What follows belongs to an exercise in optimizing a design on an open flow for small area and a short achievable clock period; a production flow would make more cautious choices. In this exercise RTL edits were held to simulation tests only and were not proved equivalent to the original. Power is estimated from default activity; no workload was simulated.

==> inputs of job 8859 <==
==> flow/design.v <==
module fft_frame_buffer #(
  parameter int unsigned DATA_W = 16,
  parameter int unsigned N_LOG2 = 6
) (
  input  logic              clk,
  input  logic              rst,
  input  logic [DATA_W-1:0] sample_in,
  input  logic              sample_valid,
  input  logic              frame_ready,
  output logic [DATA_W-1:0] dataOut,
  output logic              FFT_en,
  output logic              frame_start,
  output logic              overflow
);
  localparam int unsigned N = 1 << N_LOG2;
  localparam int unsigned R = 8;    
  logic                state_q;
  logic [1:0]          full_q, full_d;
  logic                wr_bank_q, rd_bank_q;
  logic [N_LOG2-1:0]   wr_idx_q, rd_idx_q;
  logic                start_c, issue_c, last_c;
  logic                bank_free_c, accept_c, drop_c, wr_last_c;
  logic [DATA_W-1:0]   ring_q [2][R][R];    
  logic [DATA_W-1:0]   stg_q [R];           
  logic [2:0]          t_q;                 
  logic [2:0]          u_q, u1_q;
  logic                eq0_c, eq1_c;
  logic                ins_c [2][R];
  logic                odd_q;               
  logic [R/2-1:0]      tp_q;                
  logic [2*R-1:0]      sel_q;               
  logic [N_LOG2-1:0]   ti_c;
  logic                tb_c;
  logic [DATA_W-1:0]   tap_c, dly_q;
  function automatic logic [2:0] rev3(input logic [2:0] a);
    rev3 = {a[0], a[1], a[2]};
  endfunction
  always_comb begin
    issue_c     = state_q;
    last_c      = state_q && (rd_idx_q == N_LOG2'(N - 1));
    start_c     = !state_q && full_q[rd_bank_q] && frame_ready;
    bank_free_c = !full_q[wr_bank_q] || (last_c && (rd_bank_q == wr_bank_q));
    accept_c    = sample_valid && bank_free_c;
    drop_c      = sample_valid && !bank_free_c;
    wr_last_c   = accept_c && (wr_idx_q == N_LOG2'(N - 1));
  end
  always_comb begin
    full_d = full_q;
    for (int b = 0; b < 2; b++) begin
      if (last_c && (rd_bank_q == 1'(b))) begin
        full_d[b] = 1'b0;
      end
      if (wr_last_c && (wr_bank_q == 1'(b))) begin
        full_d[b] = 1'b1;
      end
    end
  end
  always_ff @(posedge clk) begin
    if (rst) begin
      state_q   <= 1'b0;
      full_q    <= '0;
      wr_bank_q <= 1'b0;
      wr_idx_q  <= '0;
      rd_bank_q <= 1'b0;
      rd_idx_q  <= '0;
      overflow  <= 1'b0;
    end else begin
      full_q <= full_d;
      if (start_c) begin
        state_q <= 1'b1;
      end else if (last_c) begin
        state_q <= 1'b0;
      end
      if (accept_c) begin
        wr_idx_q <= wr_idx_q + N_LOG2'(1);
        if (wr_last_c) begin
          wr_bank_q <= ~wr_bank_q;
        end
      end
      if (drop_c) begin
        overflow <= 1'b1;
      end
      if (start_c) begin
        rd_idx_q <= '0;
      end else if (issue_c) begin
        rd_idx_q <= rd_idx_q + N_LOG2'(1);
      end
      if (last_c) begin
        rd_bank_q <= ~rd_bank_q;
      end
    end
  end
  always_ff @(posedge clk) begin
    for (int r = 0; r < R; r++) begin
      if (accept_c && (wr_idx_q[2:0] == 3'(r))) begin
        stg_q[r] <= sample_in;
      end
    end
  end
  always_ff @(posedge clk) begin
    t_q  <= t_q + 3'd1;
    u_q  <= rev3(t_q + 3'd2);
    u1_q <= rev3(t_q + 3'd2) + 3'd1;
  end
  always_comb begin
    eq0_c = (wr_idx_q[5:3] == u_q);
    eq1_c = (wr_idx_q[5:3] == u1_q);
    for (int r = 0; r < R; r++) begin
      logic older, dbank;
      older = (3'(r) >= wr_idx_q[2:0]);
      dbank = wr_bank_q ^ (older && (wr_idx_q[5:3] == 3'd0));
      for (int b = 0; b < 2; b++) begin
        ins_c[b][r] = (dbank == 1'(b)) && (older ? eq1_c : eq0_c);
      end
    end
  end
  always_ff @(posedge clk) begin
    for (int b = 0; b < 2; b++) begin
      for (int r = 0; r < R; r++) begin
        for (int p = 1; p < R; p++) begin
          ring_q[b][r][p] <= ring_q[b][r][p-1];
        end
        ring_q[b][r][0] <= ins_c[b][r] ? stg_q[r] : ring_q[b][r][R-1];
      end
    end
  end
  always_ff @(posedge clk) begin
    if (start_c) begin
      odd_q <= ~t_q[0];
    end
  end
  always_comb begin
    if (state_q && !last_c) begin
      ti_c = rd_idx_q + (odd_q ? N_LOG2'(2) : N_LOG2'(1));
    end else begin
      ti_c = '0;
    end
    tb_c = rd_bank_q ^ last_c;
  end
  always_ff @(posedge clk) begin
    for (int p = 0; p < R / 2; p++) begin
      if (!(state_q && !last_c)) begin
        tp_q[p] <= (t_q[2:1] + 2'(t_q[0]) == 2'(p));
      end
    end
    for (int b = 0; b < 2; b++) begin
      for (int r = 0; r < R; r++) begin
        sel_q[b*R + r] <= (tb_c == 1'(b)) && (rev3(ti_c[5:3]) == 3'(r));
      end
    end
  end
  always_comb begin
    tap_c = '0;
    for (int p = 0; p < R / 2; p++) begin
      logic [DATA_W-1:0] x;
      x = '0;
      for (int b = 0; b < 2; b++) begin
        for (int r = 0; r < R; r++) begin
          x = x | (ring_q[b][r][2*p] & {DATA_W{sel_q[b*R + r]}});
        end
      end
      tap_c = tap_c | (x & {DATA_W{tp_q[p]}});
    end
  end
  always_ff @(posedge clk) begin
    dly_q   <= tap_c;
    dataOut <= (state_q && !odd_q) ? tap_c : dly_q;
    if (rst) begin
      FFT_en      <= 1'b0;
      frame_start <= 1'b0;
    end else begin
      FFT_en      <= issue_c;
      frame_start <= issue_c && (rd_idx_q == '0);
    end
  end
endmodule
==> flow/run.sh <==
#!/bin/bash
# synth_recipe.tcl (not shown) runs the flow's synth.tcl, then flattens the netlist and writes it again
# the make line also repeats each setting of config.mk as NAME=value (left out here)
make -C /OpenROAD-flow-scripts/flow DESIGN_CONFIG=/design/flow/config.mk WORK_HOME=/design/flow/orfs CLKGATE_MAP_FILE= SYNTH_SCRIPT=/design/flow/synth_recipe.tcl finish
==> flow/config.mk <==
export PLATFORM = sky130hd
export DESIGN_NAME = fft_frame_buffer
export DESIGN_NICKNAME = fft_frame_buffer
export VERILOG_FILES = /design/flow/design.v
export SDC_FILE = /design/flow/constraint.sdc
export NUM_CORES = 4
export LEC_CHECK = 0
export CAP_MARGIN = 20
export CORE_MARGIN = 2
export CORE_UTILIZATION = 40
export PLACE_DENSITY = 0.6
export SETUP_SLACK_MARGIN = 2.5
export SLEW_MARGIN = 20
==> flow/constraint.sdc <==
create_clock -name core_clock -period 4.5 [get_ports {clk}]
set_input_delay 0.9000 -clock core_clock [delete_from_list [all_inputs] [get_ports {clk}]]
set_output_delay 0.9000 -clock core_clock [all_outputs]
set_load 0.01 [all_outputs]
==> job 6572: changes against job 8859 <==
==> flow/design.v, changed modules only <==
module fft_frame_buffer #(
  parameter int unsigned DATA_W = 16,
  parameter int unsigned N_LOG2 = 6
) (
  input  logic              clk,
  input  logic              rst,
  input  logic [DATA_W-1:0] sample_in,
  input  logic              sample_valid,
  input  logic              frame_ready,
  output logic [DATA_W-1:0] dataOut,
  output logic              FFT_en,
  output logic              frame_start,
  output logic              overflow
);
  localparam int unsigned N = 1 << N_LOG2;
  localparam int unsigned R = 8;    
  logic                state_q;
  logic [1:0]          full_q, full_d;
  logic                wr_bank_q, rd_bank_q;
  logic [N_LOG2-1:0]   wr_idx_q, rd_idx_q;
  logic                start_c, issue_c, last_c;
  logic                bank_free_c, accept_c, drop_c, wr_last_c;
  logic [DATA_W-1:0]   ring_q [2][R][R];    
  logic [DATA_W-1:0]   stg_q [R];           
  logic [2:0]          t_q;                 
  logic [2:0]          un_q, un1_q;
  logic                eq0_c, eq1_c;
  logic [DATA_W-1:0]   sin_q;               
  logic                we_q;
  logic [2:0]          wq_q;                
  logic [2*R-1:0]      ins_q;               
  logic                podd_c;              
  logic [R/2-1:0]      tp_q;                
  logic [2*R-1:0]      sel_q;               
  logic [DATA_W-1:0]   tap_c, dly1_q, dly2_q;
  function automatic logic [2:0] rev3(input logic [2:0] a);
    rev3 = {a[0], a[1], a[2]};
  endfunction
  always_comb begin
    issue_c     = state_q;
    last_c      = state_q && (rd_idx_q == N_LOG2'(N - 1));
    start_c     = !state_q && full_q[rd_bank_q] && frame_ready;
    bank_free_c = !full_q[wr_bank_q] || (last_c && (rd_bank_q == wr_bank_q));
    accept_c    = sample_valid && bank_free_c;
    drop_c      = sample_valid && !bank_free_c;
    wr_last_c   = accept_c && (wr_idx_q == N_LOG2'(N - 1));
  end
  always_comb begin
    full_d = full_q;
    for (int b = 0; b < 2; b++) begin
      if (last_c && (rd_bank_q == 1'(b))) begin
        full_d[b] = 1'b0;
      end
      if (wr_last_c && (wr_bank_q == 1'(b))) begin
        full_d[b] = 1'b1;
      end
    end
  end
  always_ff @(posedge clk) begin
    if (rst) begin
      state_q   <= 1'b0;
      full_q    <= '0;
      wr_bank_q <= 1'b0;
      wr_idx_q  <= '0;
      rd_bank_q <= 1'b0;
      rd_idx_q  <= '0;
      overflow  <= 1'b0;
    end else begin
      full_q <= full_d;
      if (start_c) begin
        state_q <= 1'b1;
      end else if (last_c) begin
        state_q <= 1'b0;
      end
      if (accept_c) begin
        wr_idx_q <= wr_idx_q + N_LOG2'(1);
        if (wr_last_c) begin
          wr_bank_q <= ~wr_bank_q;
        end
      end
      if (drop_c) begin
        overflow <= 1'b1;
      end
      if (start_c) begin
        rd_idx_q <= '0;
      end else if (issue_c) begin
        rd_idx_q <= rd_idx_q + N_LOG2'(1);
      end
      if (last_c) begin
        rd_bank_q <= ~rd_bank_q;
      end
    end
  end
  always_ff @(posedge clk) begin
    sin_q <= sample_in;
    we_q  <= accept_c && !rst;
    wq_q  <= wr_idx_q[2:0];
    for (int r = 0; r < R; r++) begin
      if (we_q && (wq_q == 3'(r))) begin
        stg_q[r] <= sin_q;
      end
    end
  end
  always_ff @(posedge clk) begin
    t_q   <= rst ? 3'd0 : t_q + 3'd1;
    un_q  <= rev3(t_q + 3'd3);
    un1_q <= rev3(t_q + 3'd3) + 3'd1;
  end
  always_comb begin
    eq0_c = (wr_idx_q[5:3] == un_q);
    eq1_c = (wr_idx_q[5:3] == un1_q);
  end
  always_ff @(posedge clk) begin
    for (int r = 0; r < R; r++) begin
      logic older, dbank;
      older = (3'(r) >= wr_idx_q[2:0]);
      dbank = wr_bank_q ^ (older && (wr_idx_q[5:3] == 3'd0));
      for (int b = 0; b < 2; b++) begin
        ins_q[b*R + r] <= (dbank == 1'(b)) && (older ? eq1_c : eq0_c);
      end
    end
  end
  always_ff @(posedge clk) begin
    for (int b = 0; b < 2; b++) begin
      for (int r = 0; r < R; r++) begin
        for (int p = 1; p < R; p++) begin
          ring_q[b][r][p] <= ring_q[b][r][p-1];
        end
        ring_q[b][r][0] <= ins_q[b*R + r] ? stg_q[r] : ring_q[b][r][R-1];
      end
    end
  end
  assign podd_c = t_q[0] ^ rd_idx_q[0];
  always_ff @(posedge clk) begin
    logic       cont;
    logic [2:0] p, q;
    logic [N_LOG2:0] w;
    logic       tb;
    logic [2:0] tr, pn;
    cont = state_q && !last_c;
    p    = t_q - rd_idx_q[2:0];
    q    = p - 3'd1;
    w    = {1'b0, rd_idx_q} + (podd_c ? 7'd2 : 7'd3);
    if (cont && !w[N_LOG2]) begin
      tb = rd_bank_q;
      tr = rev3(w[5:3]);
      pn = q;
    end else if (cont) begin
      tb = !rd_bank_q;
      tr = 3'd0;
      pn = t_q + 3'd1;
    end else begin
      tb = rd_bank_q ^ last_c;
      tr = 3'd0;
      pn = start_c ? t_q : t_q + 3'd1;
    end
    for (int i = 0; i < R / 2; i++) begin
      tp_q[i] <= (pn[2:1] == 2'(i));
    end
    for (int b = 0; b < 2; b++) begin
      for (int r = 0; r < R; r++) begin
        sel_q[b*R + r] <= (tb == 1'(b)) && (tr == 3'(r));
      end
    end
  end
  always_comb begin
    tap_c = '0;
    for (int p = 0; p < R / 2; p++) begin
      logic [DATA_W-1:0] x;
      x = '0;
      for (int b = 0; b < 2; b++) begin
        for (int r = 0; r < R; r++) begin
          x = x | (ring_q[b][r][2*p] & {DATA_W{sel_q[b*R + r]}});
        end
      end
      tap_c = tap_c | (x & {DATA_W{tp_q[p]}});
    end
  end
  always_ff @(posedge clk) begin
    dly1_q  <= tap_c;
    dly2_q  <= dly1_q;
    dataOut <= podd_c ? dly1_q : dly2_q;
    if (rst) begin
      FFT_en      <= 1'b0;
      frame_start <= 1'b0;
    end else begin
      FFT_en      <= issue_c;
      frame_start <= issue_c && (rd_idx_q == '0);
    end
  end
endmodule
- CORE_UTILIZATION: 40 -> 55
- CTS_CLUSTER_DIAMETER: unset -> 80
- CTS_CLUSTER_SIZE: unset -> 30
- PLACE_DENSITY: 0.6 -> 0.7
- SETUP_SLACK_MARGIN: 2.5 -> 2.6
==> job 7353: changes against job 8859 <==
- SETUP_SLACK_MARGIN: 2.5 -> 2.2
==> job 1464: changes against job 8859 <==
==> flow/design.v, changed modules only <==
module fft_frame_buffer #(
  parameter int unsigned DATA_W = 16,
  parameter int unsigned N_LOG2 = 6
) (
  input  logic              clk,
  input  logic              rst,
  input  logic [DATA_W-1:0] sample_in,
  input  logic              sample_valid,
  input  logic              frame_ready,
  output logic [DATA_W-1:0] dataOut,
  output logic              FFT_en,
  output logic              frame_start,
  output logic              overflow
);
  localparam int unsigned N = 1 << N_LOG2;
  localparam int unsigned R = 8;    
  logic                state_q;
  logic [1:0]          full_q, full_d;
  logic                wr_bank_q, rd_bank_q;
  logic [N_LOG2-1:0]   wr_idx_q, rd_idx_q;
  logic                start_c, issue_c, last_c;
  logic                bank_free_c, accept_c, drop_c, wr_last_c;
  logic [DATA_W-1:0]   ring_q [2][R][R];    
  logic [DATA_W-1:0]   stg_q [R];           
  logic [2:0]          t_q;                 
  logic [2:0]          un_q, un1_q;
  logic                eq0_c, eq1_c;
  logic [DATA_W-1:0]   sin_q;               
  logic                we_q;
  logic [2:0]          wq_q;                
  logic [2*R-1:0]      ins_q;               
  logic                podd_c;              
  logic [R/2-1:0]      tp_q;                
  logic [2*R-1:0]      sel_q;               
  logic [DATA_W-1:0]   tap_c, dly1_q, dly2_q;
  function automatic logic [2:0] rev3(input logic [2:0] a);
    rev3 = {a[0], a[1], a[2]};
  endfunction
  always_comb begin
    issue_c     = state_q;
    last_c      = state_q && (rd_idx_q == N_LOG2'(N - 1));
    start_c     = !state_q && full_q[rd_bank_q] && frame_ready;
    bank_free_c = !full_q[wr_bank_q] || (last_c && (rd_bank_q == wr_bank_q));
    accept_c    = sample_valid && bank_free_c;
    drop_c      = sample_valid && !bank_free_c;
    wr_last_c   = accept_c && (wr_idx_q == N_LOG2'(N - 1));
  end
  always_comb begin
    full_d = full_q;
    for (int b = 0; b < 2; b++) begin
      if (last_c && (rd_bank_q == 1'(b))) begin
        full_d[b] = 1'b0;
      end
      if (wr_last_c && (wr_bank_q == 1'(b))) begin
        full_d[b] = 1'b1;
      end
    end
  end
  always_ff @(posedge clk) begin
    if (rst) begin
      state_q   <= 1'b0;
      full_q    <= '0;
      wr_bank_q <= 1'b0;
      wr_idx_q  <= '0;
      rd_bank_q <= 1'b0;
      rd_idx_q  <= '0;
      overflow  <= 1'b0;
    end else begin
      full_q <= full_d;
      if (start_c) begin
        state_q <= 1'b1;
      end else if (last_c) begin
        state_q <= 1'b0;
      end
      if (accept_c) begin
        wr_idx_q <= wr_idx_q + N_LOG2'(1);
        if (wr_last_c) begin
          wr_bank_q <= ~wr_bank_q;
        end
      end
      if (drop_c) begin
        overflow <= 1'b1;
      end
      if (start_c) begin
        rd_idx_q <= '0;
      end else if (issue_c) begin
        rd_idx_q <= rd_idx_q + N_LOG2'(1);
      end
      if (last_c) begin
        rd_bank_q <= ~rd_bank_q;
      end
    end
  end
  always_ff @(posedge clk) begin
    sin_q <= sample_in;
    we_q  <= accept_c && !rst;
    wq_q  <= wr_idx_q[2:0];
    for (int r = 0; r < R; r++) begin
      if (we_q && (wq_q == 3'(r))) begin
        stg_q[r] <= sin_q;
      end
    end
  end
  always_ff @(posedge clk) begin
    t_q   <= t_q + 3'd1;
    un_q  <= rev3(t_q + 3'd3);
    un1_q <= rev3(t_q + 3'd3) + 3'd1;
  end
  always_comb begin
    eq0_c = (wr_idx_q[5:3] == un_q);
    eq1_c = (wr_idx_q[5:3] == un1_q);
  end
  always_ff @(posedge clk) begin
    for (int r = 0; r < R; r++) begin
      logic older, dbank;
      older = (3'(r) >= wr_idx_q[2:0]);
      dbank = wr_bank_q ^ (older && (wr_idx_q[5:3] == 3'd0));
      for (int b = 0; b < 2; b++) begin
        ins_q[b*R + r] <= (dbank == 1'(b)) && (older ? eq1_c : eq0_c);
      end
    end
  end
  always_ff @(posedge clk) begin
    for (int b = 0; b < 2; b++) begin
      for (int r = 0; r < R; r++) begin
        for (int p = 1; p < R; p++) begin
          ring_q[b][r][p] <= ring_q[b][r][p-1];
        end
        ring_q[b][r][0] <= ins_q[b*R + r] ? stg_q[r] : ring_q[b][r][R-1];
      end
    end
  end
  assign podd_c = t_q[0] ^ rd_idx_q[0];
  always_ff @(posedge clk) begin
    logic       cont;
    logic [2:0] p, q;
    logic [N_LOG2:0] w;
    logic       tb;
    logic [2:0] tr, pn;
    cont = state_q && !last_c;
    p    = t_q - rd_idx_q[2:0];
    q    = p - 3'd1;
    w    = {1'b0, rd_idx_q} + (podd_c ? 7'd2 : 7'd3);
    if (cont && !w[N_LOG2]) begin
      tb = rd_bank_q;
      tr = rev3(w[5:3]);
      pn = q;
    end else if (cont) begin
      tb = !rd_bank_q;
      tr = 3'd0;
      pn = t_q + 3'd1;
    end else begin
      tb = rd_bank_q ^ last_c;
      tr = 3'd0;
      pn = start_c ? t_q : t_q + 3'd1;
    end
    for (int i = 0; i < R / 2; i++) begin
      tp_q[i] <= (pn[2:1] == 2'(i));
    end
    for (int b = 0; b < 2; b++) begin
      for (int r = 0; r < R; r++) begin
        sel_q[b*R + r] <= (tb == 1'(b)) && (tr == 3'(r));
      end
    end
  end
  always_comb begin
    tap_c = '0;
    for (int p = 0; p < R / 2; p++) begin
      logic [DATA_W-1:0] x;
      x = '0;
      for (int b = 0; b < 2; b++) begin
        for (int r = 0; r < R; r++) begin
          x = x | (ring_q[b][r][2*p] & {DATA_W{sel_q[b*R + r]}});
        end
      end
      tap_c = tap_c | (x & {DATA_W{tp_q[p]}});
    end
  end
  always_ff @(posedge clk) begin
    dly1_q  <= tap_c;
    dly2_q  <= dly1_q;
    dataOut <= podd_c ? dly1_q : dly2_q;
    if (rst) begin
      FFT_en      <= 1'b0;
      frame_start <= 1'b0;
    end else begin
      FFT_en      <= issue_c;
      frame_start <= issue_c && (rd_idx_q == '0);
    end
  end
endmodule
- CORE_UTILIZATION: 40 -> 50
- CTS_CLUSTER_DIAMETER: unset -> 80
- CTS_CLUSTER_SIZE: unset -> 30
- PLACE_DENSITY: 0.6 -> 0.65
- SETUP_SLACK_MARGIN: 2.5 -> 2.6
==> results.txt <==
* Outcome: no timing/DRC/antenna violations
* CLK BUF at approximately 160
* Post-synthesis instance area at 57700 um2
* Starting Density at 50.4%
* Invs w/o clock at 16
* Sw Pwr at 6.84 mW
* Clock network area share at 4.11%
* Full die area at 118000 um2
* Setup bufs post-CTS at 54
* Clk_skew at 0.0352 ns
* Synth top area cells: dfxtp_1 76%, edfxtp_1 6.7%, mux2_2 5.3%
* P_seq at 22.3 mW
* Mux share of post-synthesis cell area at 5.69%
* Cell variety after synth at 41
* Initial antenna violation count at 4
[end of results for job 1464]
==> results.txt <==
* Outcome: no timing/DRC/antenna violations
* Invs w/o clock at 15
* CLK BUF at 307
* Mux share of post-synthesis cell area at 5.75%
* P_seq at 21.8 mW
* Cell variety after synth at 66
* Starting Density at between 40% and 50%
* Clock network area share at under 10%
* Post-synthesis instance area at 57500 um2
* Synth top area cells: dfxtp_1 74%, edfxtp_1 6.9%, mux2_2 3.1%
* Wire length on met3 at 14.3 mm
* Sw Pwr at 8.51 mW
* Initial antenna violation count at 9
* Setup bufs post-CTS at about 180
* Clk_skew at 0.0327 ns
[end of results for job 8859]
==> results.txt <==
* Post-synthesis instance area at roughly 58000 um2
* Clk_skew at 0.0304 ns
* Setup bufs post-CTS at 67
* Outcome: no timing/DRC/antenna violations
* Synth top area cells: dfxtp_1 74%, edfxtp_1 6.9%, mux2_2 3.1%
* Clock network area share at 10.0%
* Cell variety after synth at between 60 and 70
* Full die area at 147000 um2
* Initial antenna violation count at 9
[end of results for job 7353]
==> results.txt <==
* Outcome: no timing/DRC/antenna violations
* P_seq at 27.0 mW
* Sw Pwr at 8.44 mW
* Cell variety after synth at 47
* Starting Density at 55.6%
* Mux share of post-synthesis cell area at 5.64%
* Setup bufs post-CTS at 48
* Clk_skew at approximately 0.028 ns
* Initial antenna violation count at 4
* CLK BUF at 142
* Clock network area share at 3.97%
[end of results for job 6572]

==> static timing again, ports no longer ideal <==
How much do the figures lean on ideal ports? The routed layouts below were timed once more, with nothing changed but the port constraints.
Step 1, drivers: a clkbuf_16 drives clk and a buf_2 each remaining input, both assumed.
Step 2, shift: input delay + t, output delay - t, t = (earliest + latest rising clock arrival at the registers) / 2. This alone moves slack from input paths to output paths.
Slacks: ideal ports / drivers / drivers and shift; pairs: ideal ports / drivers.
| run | shift t [ns] | setup WS [ns] | worst setup path after step 2 | clock arrival spread, ns | cell pins on the clock port's net |
|---|---|---|---|---|---|
| job 8859 | 0.893 | 2.234 / 2.223 / 1.828 | input to register | 0.033 / 0.033 | 1 |
| job 6572 | 0.767 | 2.404 / 2.331 / 2.031 | input to register | 0.038 / 0.038 | 1 |
| job 7353 | 0.889 | 2.140 / 2.140 / 1.602 | input to register | 0.033 / 0.034 | 1 |
| job 1464 | 0.764 | 2.390 / 2.318 / 2.080 | input to register | 0.039 / 0.040 | 1 |
After both steps every run listed still meets setup and hold. For job 7353, which loses most, drivers alone change the setup slack by 0.000 ns; drivers and shift together by -0.538 ns.
